From an optimization exercise on the open Yosys and OpenROAD flow, aimed at small area and a short achievable clock period; shortcuts taken in it are not production practice. Only simulation tests tie the RTL to the original design; equivalence was not proved. Power figures rest on the tool's default switching activity, not on a simulated workload.

== run A ==
## init_cmd_store
module init_cmd_store #(
  parameter int                DATA_W    = 24,
  parameter int                ADDR_W    = 6,
  parameter                    INIT_FILE = "adv7611.mif",
  parameter logic [DATA_W-1:0] END_CODE  = {DATA_W{1'b1}}
) (
  input  logic              clk,
  input  logic              rst,
  input  logic              host_we,
  input  logic [ADDR_W-1:0] host_addr,
  input  logic [DATA_W-1:0] host_wdata,
  output logic [DATA_W-1:0] host_rdata,
  input  logic              start,
  input  logic [ADDR_W-1:0] start_addr,
  input  logic              abort,
  output logic              busy,
  output logic              done,
  output logic [1:0]        status,
  output logic [ADDR_W:0]   count,
  output logic              m_valid,
  output logic [DATA_W-1:0] m_data,
  input  logic              m_ready
);
  localparam logic [1:0] S_IDLE  = 2'd0;
  localparam logic [1:0] S_RUN   = 2'd1;
  localparam logic [1:0] S_DRAIN = 2'd2;
  logic [1:0]        state_q, state_d;
  logic [63:0]       psel_q, psel_d;
  logic              pend_q, pend_d;
  logic              infl_q, infl_d;
  logic [1:0]        occ_q, occ_d;
  logic [DATA_W-1:0] slot0_q, slot0_d;
  logic [DATA_W-1:0] slot1_q, slot1_d;
  logic [ADDR_W:0]   count_q, count_d;
  init_store_pkg::status_e           status_q, status_d;
  logic              done_q, done_d;
  logic [DATA_W-1:0] mem_rd, ret_word;
  logic              pop, ret_valid, ret_end, push, issue, run;
  logic [1:0]        occ_next;
  logic [2:0]        credit;
  ram_sdp_init #(
    .DATA_W   (DATA_W),
    .ADDR_W   (ADDR_W),
    .INIT_FILE(INIT_FILE)
  ) u_ram (
    .clk      (clk),
    .rst      (rst),
    .a_we_i   (host_we),
    .a_addr_i (host_addr),
    .a_wdata_i(host_wdata),
    .a_rdata_o(host_rdata),
    .b_sel_i  (psel_q),
    .b_rdata_o(mem_rd)
  );
  always_comb begin
    run       = (state_q == S_RUN);
    pop       = (occ_q != 2'd0) && m_ready;
    ret_word  = occ_q[0] ? slot1_q : slot0_q;
    ret_valid = infl_q && run;
    ret_end   = ret_valid && (ret_word == END_CODE);
    push      = ret_valid && !ret_end;
    occ_next  = occ_q + {1'b0, push} - {1'b0, pop};
  ...
Size: roughly 100 I/O pins, ~66000 µm² of cells after synthesis.
clock: 4.0 ns
lec_check: 0
cap_margin: 20
core_margin: 2
core_utilization: 58
cts_cluster_diameter: 60
cts_cluster_size: 20
place_density: 0.68
setup_slack_margin: 1.4
slew_margin: 20
synth_hierarchical: 1
synth_minimum_keep_size: 0
tns_end_percent: 10
standard.sh (not shown) runs the stock make flow with config.mk's settings and CLKGATE_MAP_FILE= SYNTH_SCRIPT=/design/flow/synth_recipe.tcl, a recipe that flattens the netlist after the stock synthesis.
==> flow/flow/run.sh <==
#!/bin/bash
# Standard ORFS layout, with the port buffers made as plain buf_4 cells
# instead of the delay-buffer cell buffer_ports picks by default.
set -euo pipefail
bash standard.sh BUFFER_PORTS_ARGS="-buffer_cell sky130_fd_sc_hd__buf_4" finish > standard.log 2>&1
Run A | status: complete | timing, DRC, antenna: pass
Relative to run A, the following input files were edited for run B:
- a change of TNS_END_PERCENT from 10 to 3
- a deleted PLACE_DENSITY that had been 0.68
- a change of CORE_UTILIZATION from 58 to 50
- a change of SETUP_SLACK_MARGIN from 1.4 to 1.6
==> results.txt <==
Summary of run B over run A: final-layout clock buffer total up 19%, hold slack down 0.0071 ns, clock skew up 0.0049 ns. When run B is measured against run A, its setup slack of the critical path after layout turns out 0.028 ns higher. Sum of net half-perimeters after detailed placement: run B higher than run A. Buffering overhead of run B is on par with run A. Re later-pin clock latency in the skew report: run B and run A aren't equal, and the higher value belongs to run B. Where register-to-register slack is concerned, run A is outperformed by run B.
What run C does differently from run B at the input level:
- swapping 1.6 for 1.4 in SETUP_SLACK_MARGIN
- swapping 3 for 10 in TNS_END_PERCENT
==> comparison <==
- Run C went all the way through the flow, and no timing, DRC or antenna check failed.
- Diff run B -> run C | HPWL after detailed placement | up by a few percent
- Taking run B as the reference, in run C post-layout worst setup margin now larger, switching share of power held.
- Comparing hold slack for run B and run C, the bigger number came from run B.
- | global-route usage | higher: run C |
The following lists how run D was set up differently from run C:
- removing TNS_END_PERCENT (formerly 10)
- removing CTS_CLUSTER_DIAMETER (formerly 60)
- changing SETUP_SLACK_MARGIN from 1.4 to 1.6
- removing CTS_CLUSTER_SIZE (formerly 20)
==> flow/run.sh (new file) <==
#!/bin/bash
# synth_recipe.tcl (not shown) runs the flow's synth.tcl, then flattens the netlist and writes it again
# the make line also repeats each setting of config.mk as NAME=value (left out here)
make -C /OpenROAD-flow-scripts/flow DESIGN_CONFIG=/design/flow/config.mk WORK_HOME=/design/flow/orfs CLKGATE_MAP_FILE= SYNTH_SCRIPT=/design/flow/synth_recipe.tcl finish
removed: flow/flow/run.sh
removed: flow/standard.sh
## What came out
Looking at critical path depth, run D sits 3 below run C.
As far as number of well-tap cells placed goes, run D and run C are indistinguishable; the numbers are identical.
Changes observed in run D relative to run C: layout filler cell count decreased by 651 relative to the old numbers; switching fraction of total power decreased by 0.61 points relative to the old numbers.
On fraction of standard cell area in multi-input logic, run D tracks run C almost exactly.
--- input diff run D..run E ---
- changing SETUP_SLACK_MARGIN from 1.6 to 1.4
- setting CTS_CLUSTER_SIZE to 24 for the first time
- setting TNS_END_PERCENT to 10 for the first time
- setting CTS_CLUSTER_DIAMETER to 60 for the first time
==> flow/flow/run.sh (new file) <==
#!/bin/bash
# Standard ORFS layout, with the port buffers made as plain buf_4 cells
# instead of the delay-buffer cell buffer_ports picks by default.
set -euo pipefail
bash standard.sh BUFFER_PORTS_ARGS="-buffer_cell sky130_fd_sc_hd__buf_4" finish > standard.log 2>&1
==> flow/standard.sh (new file) <==
#!/bin/bash
# synth_recipe.tcl (not shown) runs the flow's synth.tcl, then flattens the netlist and writes it again
# the make line also repeats each setting of config.mk as NAME=value (left out here)
make -C /OpenROAD-flow-scripts/flow DESIGN_CONFIG=/design/flow/config.mk WORK_HOME=/design/flow/orfs CLKGATE_MAP_FILE= SYNTH_SCRIPT=/design/flow/synth_recipe.tcl "${@:-finish}"
removed: flow/run.sh
==> comparison <==
- Going from run D to run E, part of the power in the clock network shrank by 3.6 points; power shows a reduction of about 7%; critical path depth up 5.
- Total power density per cell area, run E vs run D: down slightly
- In run E the post-route minimum period turned out 0.0062 ns lower than in run D.
- First-pass GRT wire length came out lower on run E than on run D.
- Maximum clock rate: run D vs run E — no meaningful difference
- Run E ended up with in2reg as its critical path start-end classification; run D ended up with reg2reg.
- Number of resized instances in the post-cts repair step (higher): run D

---

init_cmd_store, a different RTL version from the one above (not shown whole).
Size in the first run: roughly 1,600 flip-flops, roughly 100 I/O pins.
export LEC_CHECK = 0
export CAP_MARGIN = 20
export CORE_MARGIN = 2
export CORE_UTILIZATION = 65
export PLACE_DENSITY = 0.75
export SETUP_SLACK_MARGIN = 0.3
export SLEW_MARGIN = 20
export SYNTH_HIERARCHICAL = 1
export SYNTH_MINIMUM_KEEP_SIZE = 0
create_clock -name core_clock -period 4.0 [get_ports {clk}]
run.sh (not shown) runs the stock make flow with config.mk's settings and CLKGATE_MAP_FILE= SYNTH_SCRIPT=/design/flow/synth_recipe.tcl, a recipe that flattens the netlist after the stock synthesis.
Stock flow here: none of the scripts above is used.
The baseline went through all stages and came out clean.
Edit:
Settings changed: CORE_UTILIZATION 65 to 50, PLACE_DENSITY 0.75 to default, SETUP_SLACK_MARGIN 0.3 to 1.0.
What happened: The new run went through all stages and came out clean. Worst hold slack loses 21 ps. Core utilization is lower by 16 points. Power is higher by 2.9%.
Edit:
==> flow/flow/run.sh (new file) <==
#!/bin/bash
# Standard ORFS layout, with the port buffers made as plain buf_4 cells
# instead of the delay-buffer cell buffer_ports picks by default.
set -euo pipefail
bash standard.sh BUFFER_PORTS_ARGS="-buffer_cell sky130_fd_sc_hd__buf_4" finish > standard.log 2>&1
==> flow/standard.sh (new file) <==
#!/bin/bash
# synth_recipe.tcl (not shown) runs the flow's synth.tcl, then flattens the netlist and writes it again
# the make line also repeats each setting of config.mk as NAME=value (left out here)
make -C /OpenROAD-flow-scripts/flow DESIGN_CONFIG=/design/flow/config.mk WORK_HOME=/design/flow/orfs CLKGATE_MAP_FILE= SYNTH_SCRIPT=/design/flow/synth_recipe.tcl "${@:-finish}"
removed: flow/run.sh
Total power came out lower by 0.39%. Clock skew went up by 3.6 ps. Worst setup slack is worse by 16 ps. Cell count decreases by 2.3%. Core utilization decreases by 1.5 points. Combinational power came out lower by 6.8%.

---

## east
init_cmd_store with an RTL version that a note above also has.
For scale: roughly 3600 cells after synthesis, ~1700 flip-flops, about 100 I/O pins.
Settings: LEC_CHECK=0, CAP_MARGIN=20, CORE_MARGIN=2, CORE_UTILIZATION=50, CTS_CLUSTER_DIAMETER=60, CTS_CLUSTER_SIZE=20, SETUP_SLACK_MARGIN=1.2, SLEW_MARGIN=20, SYNTH_HIERARCHICAL=1, SYNTH_MINIMUM_KEEP_SIZE=0, TNS_END_PERCENT=10; clock period 4.0 ns.
standard.sh (not shown) runs the stock make flow with config.mk's settings and CLKGATE_MAP_FILE= SYNTH_SCRIPT=/design/flow/synth_recipe.tcl, a recipe that flattens the netlist after the stock synthesis.
==> flow/flow/run.sh <==
#!/bin/bash
# Standard ORFS layout, with the port buffers made as plain buf_4 cells
# instead of the delay-buffer cell buffer_ports picks by default.
set -euo pipefail
bash standard.sh BUFFER_PORTS_ARGS="-buffer_cell sky130_fd_sc_hd__buf_4" finish > standard.log 2>&1
east: all stages complete, timing, DRC and antenna checks passed
Edits applied to the flow inputs when going from east to south:
Settings: swapping 50 for 54 in CORE_UTILIZATION; swapping 1.2 for 1.4 in SETUP_SLACK_MARGIN.
==> comparison <==
south: no failed stages, no open violations at the end
east: PASS, flow complete, no timing, DRC or antenna violations
Compared to east, south has critical path depth 2 higher.
Going from east to south, final setup slack of the worst path grew by 47 ps; multi-input gate count held steady; die area shrank by 7.3%.
Relative to east, the transition time at the pin with the least slew margin of south is lower by 71 ps.
Per the comparison of south with east, utilization after layout up 5.0 points; sequential power closely matched the old numbers; die boundary width lower.
[compare] base=east new=south: starting density of the core up 4.0 points; final non-filler cell total shrank by 92; power per cell area now sits lower.

[re-timing with driven ports]
No port has a modelled driver above. Below, the same layouts with a new extraction and two added sets of constraints. Step 1 (the two cells are an assumption about what drives the block):
set clk [get_ports {clk}]
set_driving_cell -lib_cell sky130_fd_sc_hd__clkbuf_16 $clk
set_driving_cell -lib_cell sky130_fd_sc_hd__buf_2 [delete_from_list [all_inputs] $clk]
Step 2 adds t to the input delays and takes it off the output delays; t is the mean of the earliest and latest rising clock arrival at the registers after step 1. Input paths then give back, and output paths get back, about the clock's delay inside the block. Three values: no drivers, after step 1, after step 2; two values: the first two.
run	shift t [ns]	setup WS [ns]	worst setup path at the end	latest minus earliest clock arrival (ns)	worst data-port slew with drivers (ns)
run A	0.836	0.898 / 0.871 / 0.035	input to register	0.036 / 0.036	0.30
run B	0.858	0.926 / 0.928 / 0.070	input to register	0.045 / 0.044	0.18
run C	0.869	1.056 / 0.993 / 0.124	input to register	0.037 / 0.036	0.17
run D	0.903	1.011 / 1.011 / 0.194	input to register	0.041 / 0.041	0.17
run E	0.887	1.017 / 0.972 / 0.084	input to register	0.051 / 0.051	0.15
the first run of note 2	0.857	0.113 / 0.113 / -0.678	input to register	0.028 / 0.028	0.05
the second run of note 2	0.881	0.746 / 0.743 / -0.138	input to register	0.031 / 0.031	0.14
the third run of note 2	0.891	0.730 / 0.677 / -0.214	input to register	0.036 / 0.036	0.13
east	0.859	0.889 / 0.889 / 0.030	input to register	0.032 / 0.032	0.14
south	0.853	0.935 / 0.954 / 0.101	input to register	0.034 / 0.035	0.19
With both steps, setup timing fails in the first run of note 2, the second run of note 2 and the third run of note 2, where it was met with ideal ports. The setup slack of the third run of note 2, which loses most, moves by -0.053 ns with the drivers and by -0.944 ns with both steps.
